From an optimization exercise on the open Yosys and OpenROAD flow, aimed at small area, a short achievable clock period and few clock cycles per item; shortcuts taken in it are not production practice.
Function was checked by simulation only, so behaviour that the tests miss may differ from the original.
No activity file was given, so power comes from the tool's default toggle rates.

== JK ==
// linked_piece_set_table
module linked_piece_set_table (
    input  logic        clk,
    input  logic        rst_n,
    input  logic        s_tvalid,
    output logic        s_tready,
    input  logic [15:0] s_tdata,
    output logic        m_tvalid,
    input  logic        m_tready,
    output logic [7:0]  m_tdata
);
Settings: LEC_CHECK=0, ABC_CLOCK_PERIOD_IN_PS=4000, CAP_MARGIN=20, CORE_MARGIN=2, CORE_UTILIZATION=40, SETUP_SLACK_MARGIN=4.0, SLEW_MARGIN=20; clock period 6.5 ns.
run.sh (not shown) runs the stock make flow with config.mk's settings and CLKGATE_MAP_FILE= SYNTH_SCRIPT=/design/flow/synth_recipe.tcl, a recipe that flattens the netlist after the stock synthesis.
Testbench counts of JK, summed over its fixed seeds: cycles 24,016, items 24,000.
Setup changes, JK to MS
- ABC_AREA now 1, previously not set
- TNS_END_PERCENT now 10, previously not set
- CTS_CLUSTER_SIZE now 30, previously not set
- ABC_CLOCK_PERIOD_IN_PS no longer set, was 4000
- SETUP_SLACK_MARGIN now 4.1, was 4.0
- CTS_CLUSTER_DIAMETER now 100, previously not set
Results
MS completed end to end with timing, DRC and antenna clean. End point of the critical path: key_q[28][6]$_DFFE_PN_ -> MS, key_q[23][1]$_DFFE_PN_ -> JK. MS: die area is 4.5% higher than what JK reported. Changes observed in MS relative to JK: post-cts sizing count shows an increase of 48, number of multi-input logic gates moved up, total power fell by about 14%, transition time at the pin with the least slew margin decreased by 0.046 ns relative to the old numbers. JK -> MS: worst vdd rail ir drop increased by more than 10%. Of the two values seen for critical path startpoint, valid_q[22]$_DFF_PN0_ was produced by MS and valid_q[23]$_DFF_PN0_ by JK.
#### Input delta (AL over MS)
- clearing CTS_CLUSTER_DIAMETER, which used to be 100
- swapping 40 for 55 in CORE_UTILIZATION
- swapping 4.1 for 4.0 in SETUP_SLACK_MARGIN
- clearing ABC_AREA, which used to be 1
- clearing TNS_END_PERCENT, which used to be 10
- putting ABC_CLOCK_PERIOD_IN_PS at 2500 where nothing was set
- clearing CTS_CLUSTER_SIZE, which used to be 30
## What came out
Summary of AL over MS: clock distribution area overhead in the final layout saw an increase; met3 track demand over resource saw an increase.
valid_q[9]$_DFF_PN0_ as the critical path startpoint was reported by AL, and valid_q[22]$_DFF_PN0_ by MS.
Looking at combinational fraction of design power, AL sits 1.7 points lower than MS does.
Summary of the comparison: worst reg2reg path depth is lower in AL, relative to MS.
Summary of AL over MS: design area shrank by 3.0%; total number of multi-input combinational cells now sits lower; total die area now smaller; average footprint of a synthesized cell climbed about 27%; first-iteration DRC count lost 255.
diff inputs: AL => TR
- CORE_UTILIZATION: 55 -> 40
- CTS_CLUSTER_DIAMETER: unset -> 100
- ABC_CLOCK_PERIOD_IN_PS: 2500 -> unset
- CTS_CLUSTER_SIZE: unset -> 30
- SLEW_MARGIN: 20 -> 0
- CAP_MARGIN: 20 -> 0
- SETUP_SLACK_MARGIN: 4.0 -> 4.1
[summary]
- TR vs AL: final cycle utilization of the critical path up
- On global-route wire length before repair, TR and AL are neck and neck.
- Cmp TR and AL / share of cell area taken by multi-input logic gates / higher: TR
- The higher data required time of the worst path of TR and AL is in AL.
- When the final numbers for TR and AL were put side by side, the register share of total power turned out to be greater in TR.
- Looking at count of plain and timing-repair buffers, TR sits above AL.
- On TR: post-placement setup slack is 0.40 ns lower than what AL gave.
- Compared with AL, TR shows a critical path depth that is 1 higher.
- Re hold-fix buffer count after cts: no difference whatsoever between AL and TR.
Inputs modified between TR and PW:
- an added CTS_BUF_LIST of sky130_fd_sc_hd__clkbuf_4 sky130_fd_sc_hd__clkbuf_8
- a deleted CTS_CLUSTER_DIAMETER that had been 100
- a change of CAP_MARGIN from 0 to 20
- a change of SLEW_MARGIN from 0 to 20
- a change of SETUP_SLACK_MARGIN from 4.1 to 4.0
- a deleted CTS_CLUSTER_SIZE that had been 30
- an added ABC_CLOCK_PERIOD_IN_PS of 2500
==> comparison <==
Number of cells on the critical path: PW vs TR down 1
Of PW and TR, the run reporting the lower area growth from synthesis to final layout was TR.
Between PW and TR, the global-route wire length before repair is lower for TR.

[what the ideal ports hide]
In the flow no input, the clock included, has a driving cell. The finished layouts below were timed again as built, in two steps. Step 1 sets driving cells, clkbuf_16 on the clock port and buf_2 on the other inputs (assumed; they add their load-dependent delay and slew). Step 2 also shifts input and output timing later by t, the mid clock arrival at the registers, as if the neighbouring blocks saw the same clock. Three values: ideal, step 1, step 2; two values: the first two.
run | t, ns | setup WS [ns] | hold WS [ns] | cell pins on the clock port's net
JK | 0.669 | 3.993 / 3.987 / 3.475 | 0.468 / 0.468 / 0.468 | 1
MS | 0.669 | 3.958 / 3.901 / 3.353 | 0.471 / 0.471 / 0.471 | 1
AL | 0.660 | 4.005 / 4.005 / 3.429 | 0.474 / 0.474 / 0.474 | 1
TR | 0.631 | 3.952 / 3.952 / 3.529 | 0.472 / 0.472 / 0.472 | 1
PW | 0.725 | 3.928 / 3.919 / 3.379 | 0.472 / 0.472 / 0.472 | 1
After both steps every run listed still meets setup and hold. The setup slack of MS, which loses most, moves by -0.057 ns with the drivers and by -0.605 ns with both steps.
